Source: an optimization exercise on an open RTL-to-GDS flow (aim: small area, a short achievable clock period and few clock cycles). Production flows keep margins and buffers that such runs may drop. No activity file was given, so power comes from the tool's default toggle rates.

main:
==> module mem_wb_stage, before the edit <==
module mem_wb_stage #(
    parameter int ADDR_W  = 8,
    parameter int MEM_LAT = 2,
    parameter int DATA_W  = 8
) (
    input  logic              clk,
    input  logic              rst,
    input  logic [DATA_W-1:0] MEM_aluout,
    input  logic [DATA_W-1:0] MEM_read_data2,
    input  logic [31:0]       MEM_reg_write_addr,
    input  logic [31:0]       MEM_branch_addr,
    input  logic [31:0]       MEM_jump_addr,
    input  logic              MEM_zr,
    input  logic              MEM_ng,
    input  logic              MEM_cr,
    input  logic              MEM_ov,
    input  logic              MEM_Branch,
    input  logic              MEM_BranchFlip,
    input  logic              MEM_MemRead,
    input  logic              MEM_MemWrite,
    input  logic              MEM_Jump,
    input  logic              MEM_RegWrite,
    input  logic              MEM_MemtoReg,
    output logic [DATA_W-1:0] WB_aluout,
    output logic [DATA_W-1:0] WB_read_data,
    output logic [31:0]       WB_reg_write_addr,
    output logic              WB_RegWrite,
    output logic              WB_MemtoReg,
    output logic              pc_src,
    output logic [31:0]       pc_target,
    output logic              flush,
    output logic              stall
);
    localparam logic [2:0] CNT_INIT =
        (MEM_LAT > 1) ? 3'(MEM_LAT - 2) : 3'd0;
    mem_pkg::state_e            state_q, state_d;
    logic [2:0]        cnt_q, cnt_d;
    logic [DATA_W-1:0] wb_aluout_q, wb_aluout_d;
    logic [DATA_W-1:0] wb_read_data_q, wb_read_data_d;
    logic [31:0]       wb_dst_q, wb_dst_d;
    logic              wb_regwrite_q, wb_regwrite_d;
    logic              wb_memtoreg_q, wb_memtoreg_d;
    logic [ADDR_W-1:0] addr;
    logic [DATA_W-1:0] rdata;
    logic              rd_req;
    logic              stall_c;
    logic              rd_done;
    logic              taken;
    logic              unused_flags;
    assign addr         = MEM_aluout[ADDR_W-1:0];
    assign rd_req       = MEM_MemRead & ~MEM_MemWrite;
    assign unused_flags = ^{MEM_ng, MEM_cr, MEM_ov};
    data_mem #(
        .ADDR_W (ADDR_W),
        .DATA_W (DATA_W)
    ) u_dmem (
        .clk   (clk),
        .we    (MEM_MemWrite & ~rst),
        .addr  (addr),
        .wdata (MEM_read_data2),
        .rdata (rdata)
    );
    always_comb begin
        state_d = state_q;
        cnt_d   = cnt_q;
        stall_c = 1'b0;
        rd_done = 1'b0;
        unique case (state_q)
            mem_pkg::IDLE: begin
                if (rd_req) begin
                    if (MEM_LAT <= 1) begin
                        rd_done = 1'b1;
                    end else begin
                        stall_c = 1'b1;
                        state_d = mem_pkg::BUSY;
                        cnt_d   = CNT_INIT;
                    end
                end
            end
            mem_pkg::BUSY: begin
                if (cnt_q != 3'd0) begin
                    stall_c = 1'b1;
                    cnt_d   = cnt_q - 3'd1;
                end else begin
                    rd_done = 1'b1;
                    state_d = mem_pkg::IDLE;
                end
            end
            default: begin
                state_d = mem_pkg::IDLE;
                cnt_d   = 3'd0;
            end
        endcase
    end
    assign stall = stall_c & ~rst;
    always_comb begin
        taken     = MEM_Branch & (MEM_zr ^ MEM_BranchFlip);
        pc_target = MEM_Jump ? MEM_jump_addr : MEM_branch_addr;
        pc_src    = ~rst & (MEM_Jump | taken);
        flush     = pc_src;
    end
    always_comb begin
        wb_aluout_d    = wb_aluout_q;
        wb_read_data_d = wb_read_data_q;
        wb_dst_d       = wb_dst_q;
        wb_regwrite_d  = 1'b0;
        wb_memtoreg_d  = 1'b0;
        if (!stall_c) begin
            wb_aluout_d   = MEM_aluout;
            wb_dst_d      = MEM_reg_write_addr;
            wb_regwrite_d = MEM_RegWrite;
            wb_memtoreg_d = MEM_MemtoReg;
            if (rd_done) begin
                wb_read_data_d = rdata;
            end
        end
    end
    always_ff @(posedge clk or posedge rst) begin
        if (rst) begin
            state_q        <= mem_pkg::IDLE;
            cnt_q          <= 3'd0;
            wb_aluout_q    <= '0;
            wb_read_data_q <= '0;
            wb_dst_q       <= '0;
            wb_regwrite_q  <= 1'b0;
            wb_memtoreg_q  <= 1'b0;
        end else begin
            state_q        <= state_d;
            cnt_q          <= cnt_d;
            wb_aluout_q    <= wb_aluout_d;
            wb_read_data_q <= wb_read_data_d;
            wb_dst_q       <= wb_dst_d;
            wb_regwrite_q  <= wb_regwrite_d;
            wb_memtoreg_q  <= wb_memtoreg_d;
        end
    end
    assign WB_aluout         = wb_aluout_q;
    assign WB_read_data      = wb_read_data_q;
    assign WB_reg_write_addr = wb_dst_q;
    assign WB_RegWrite       = wb_regwrite_q;
    assign WB_MemtoReg       = wb_memtoreg_q;
endmodule
Settings: LEC_CHECK=0, CAP_MARGIN=20, CORE_MARGIN=2, CORE_UTILIZATION=40, SLEW_MARGIN=20; clock period 3.0 ns.
run.sh (not shown) runs the stock make flow with config.mk's settings and CLKGATE_MAP_FILE= SYNTH_SCRIPT=/design/flow/synth_recipe.tcl, a recipe that flattens the netlist after the stock synthesis.
main | status: complete | timing, DRC, antenna: pass
Input-level comparison between the feature branch and main:
--- a/flow/design.v
+++ b/flow/design.v
@@ -94,9 +94,9 @@
         rd_done = 1'b0;
         unique case (state_q)
             mem_pkg::IDLE: begin
                 if (rd_req) begin
-                    if (MEM_LAT <= 1) begin
+                    if (1) begin
                         rd_done = 1'b1;
                     end else begin
                         stall_c = 1'b1;
                         state_d = mem_pkg::BUSY;
Results
- The feature branch and main ended up with roughly the same die area.
- A slowest cell on the critical path of nor4_1 is what main shows, while a211oi_1 belongs to the feature branch.
- The feature branch against main; placer congestion estimate is down slightly.
- In the reports for main and the feature branch, the larger share of total power in combinational logic belongs to main.
- Between the feature branch and main, it is the feature branch whose register-to-register slack is lower, by 0.06 ns.
- The feature branch vs. main: horizontal die dimension stayed essentially flat, cell depth of the worst min-delay path was more or less identical, utilization after layout up 0.18 points, count of non-CTS buffers in the layout went up by 1.4%.
- Summary: with main as the reference, number of distinct library cells after synthesis in the feature branch moved down by a few percent.
- [compare] base=main new=the feature branch: synthesized cell count now sits higher, worst setup slack now sits higher.
No run of this note included a check of the RTL's function; only the layout flow was run.

==> port drivers added, routing unchanged <==
How much do the figures lean on ideal ports? The routed layouts below were timed once more, with nothing changed but the port constraints. Step 1 assumes that a clkbuf_16 drives the clock port and a buf_2 every other input. Step 2, shift: input delay + t, output delay - t, t = (earliest + latest rising clock arrival at the registers) / 2. This alone moves slack from input paths to output paths. a / b / c = no drivers / after step 1 / after step 2; a / b = the first two.
| run | t, ns | slack for setup (ns) | worst register clock-pin slew, ns | pins driven straight from the clock port |
|---|---|---|---|---|
| main | 0.917 | 0.174 / 0.157 / -0.708 | 0.07 / 0.07 | 1 |
| the feature branch | 0.925 | 0.184 / 0.146 / -0.702 | 0.07 / 0.07 | 1 |
Met with ideal ports but missed after step 2: setup timing in main and the feature branch. The setup slack of the feature branch, which loses most, moves by -0.038 ns with the drivers and by -0.886 ns with both steps.
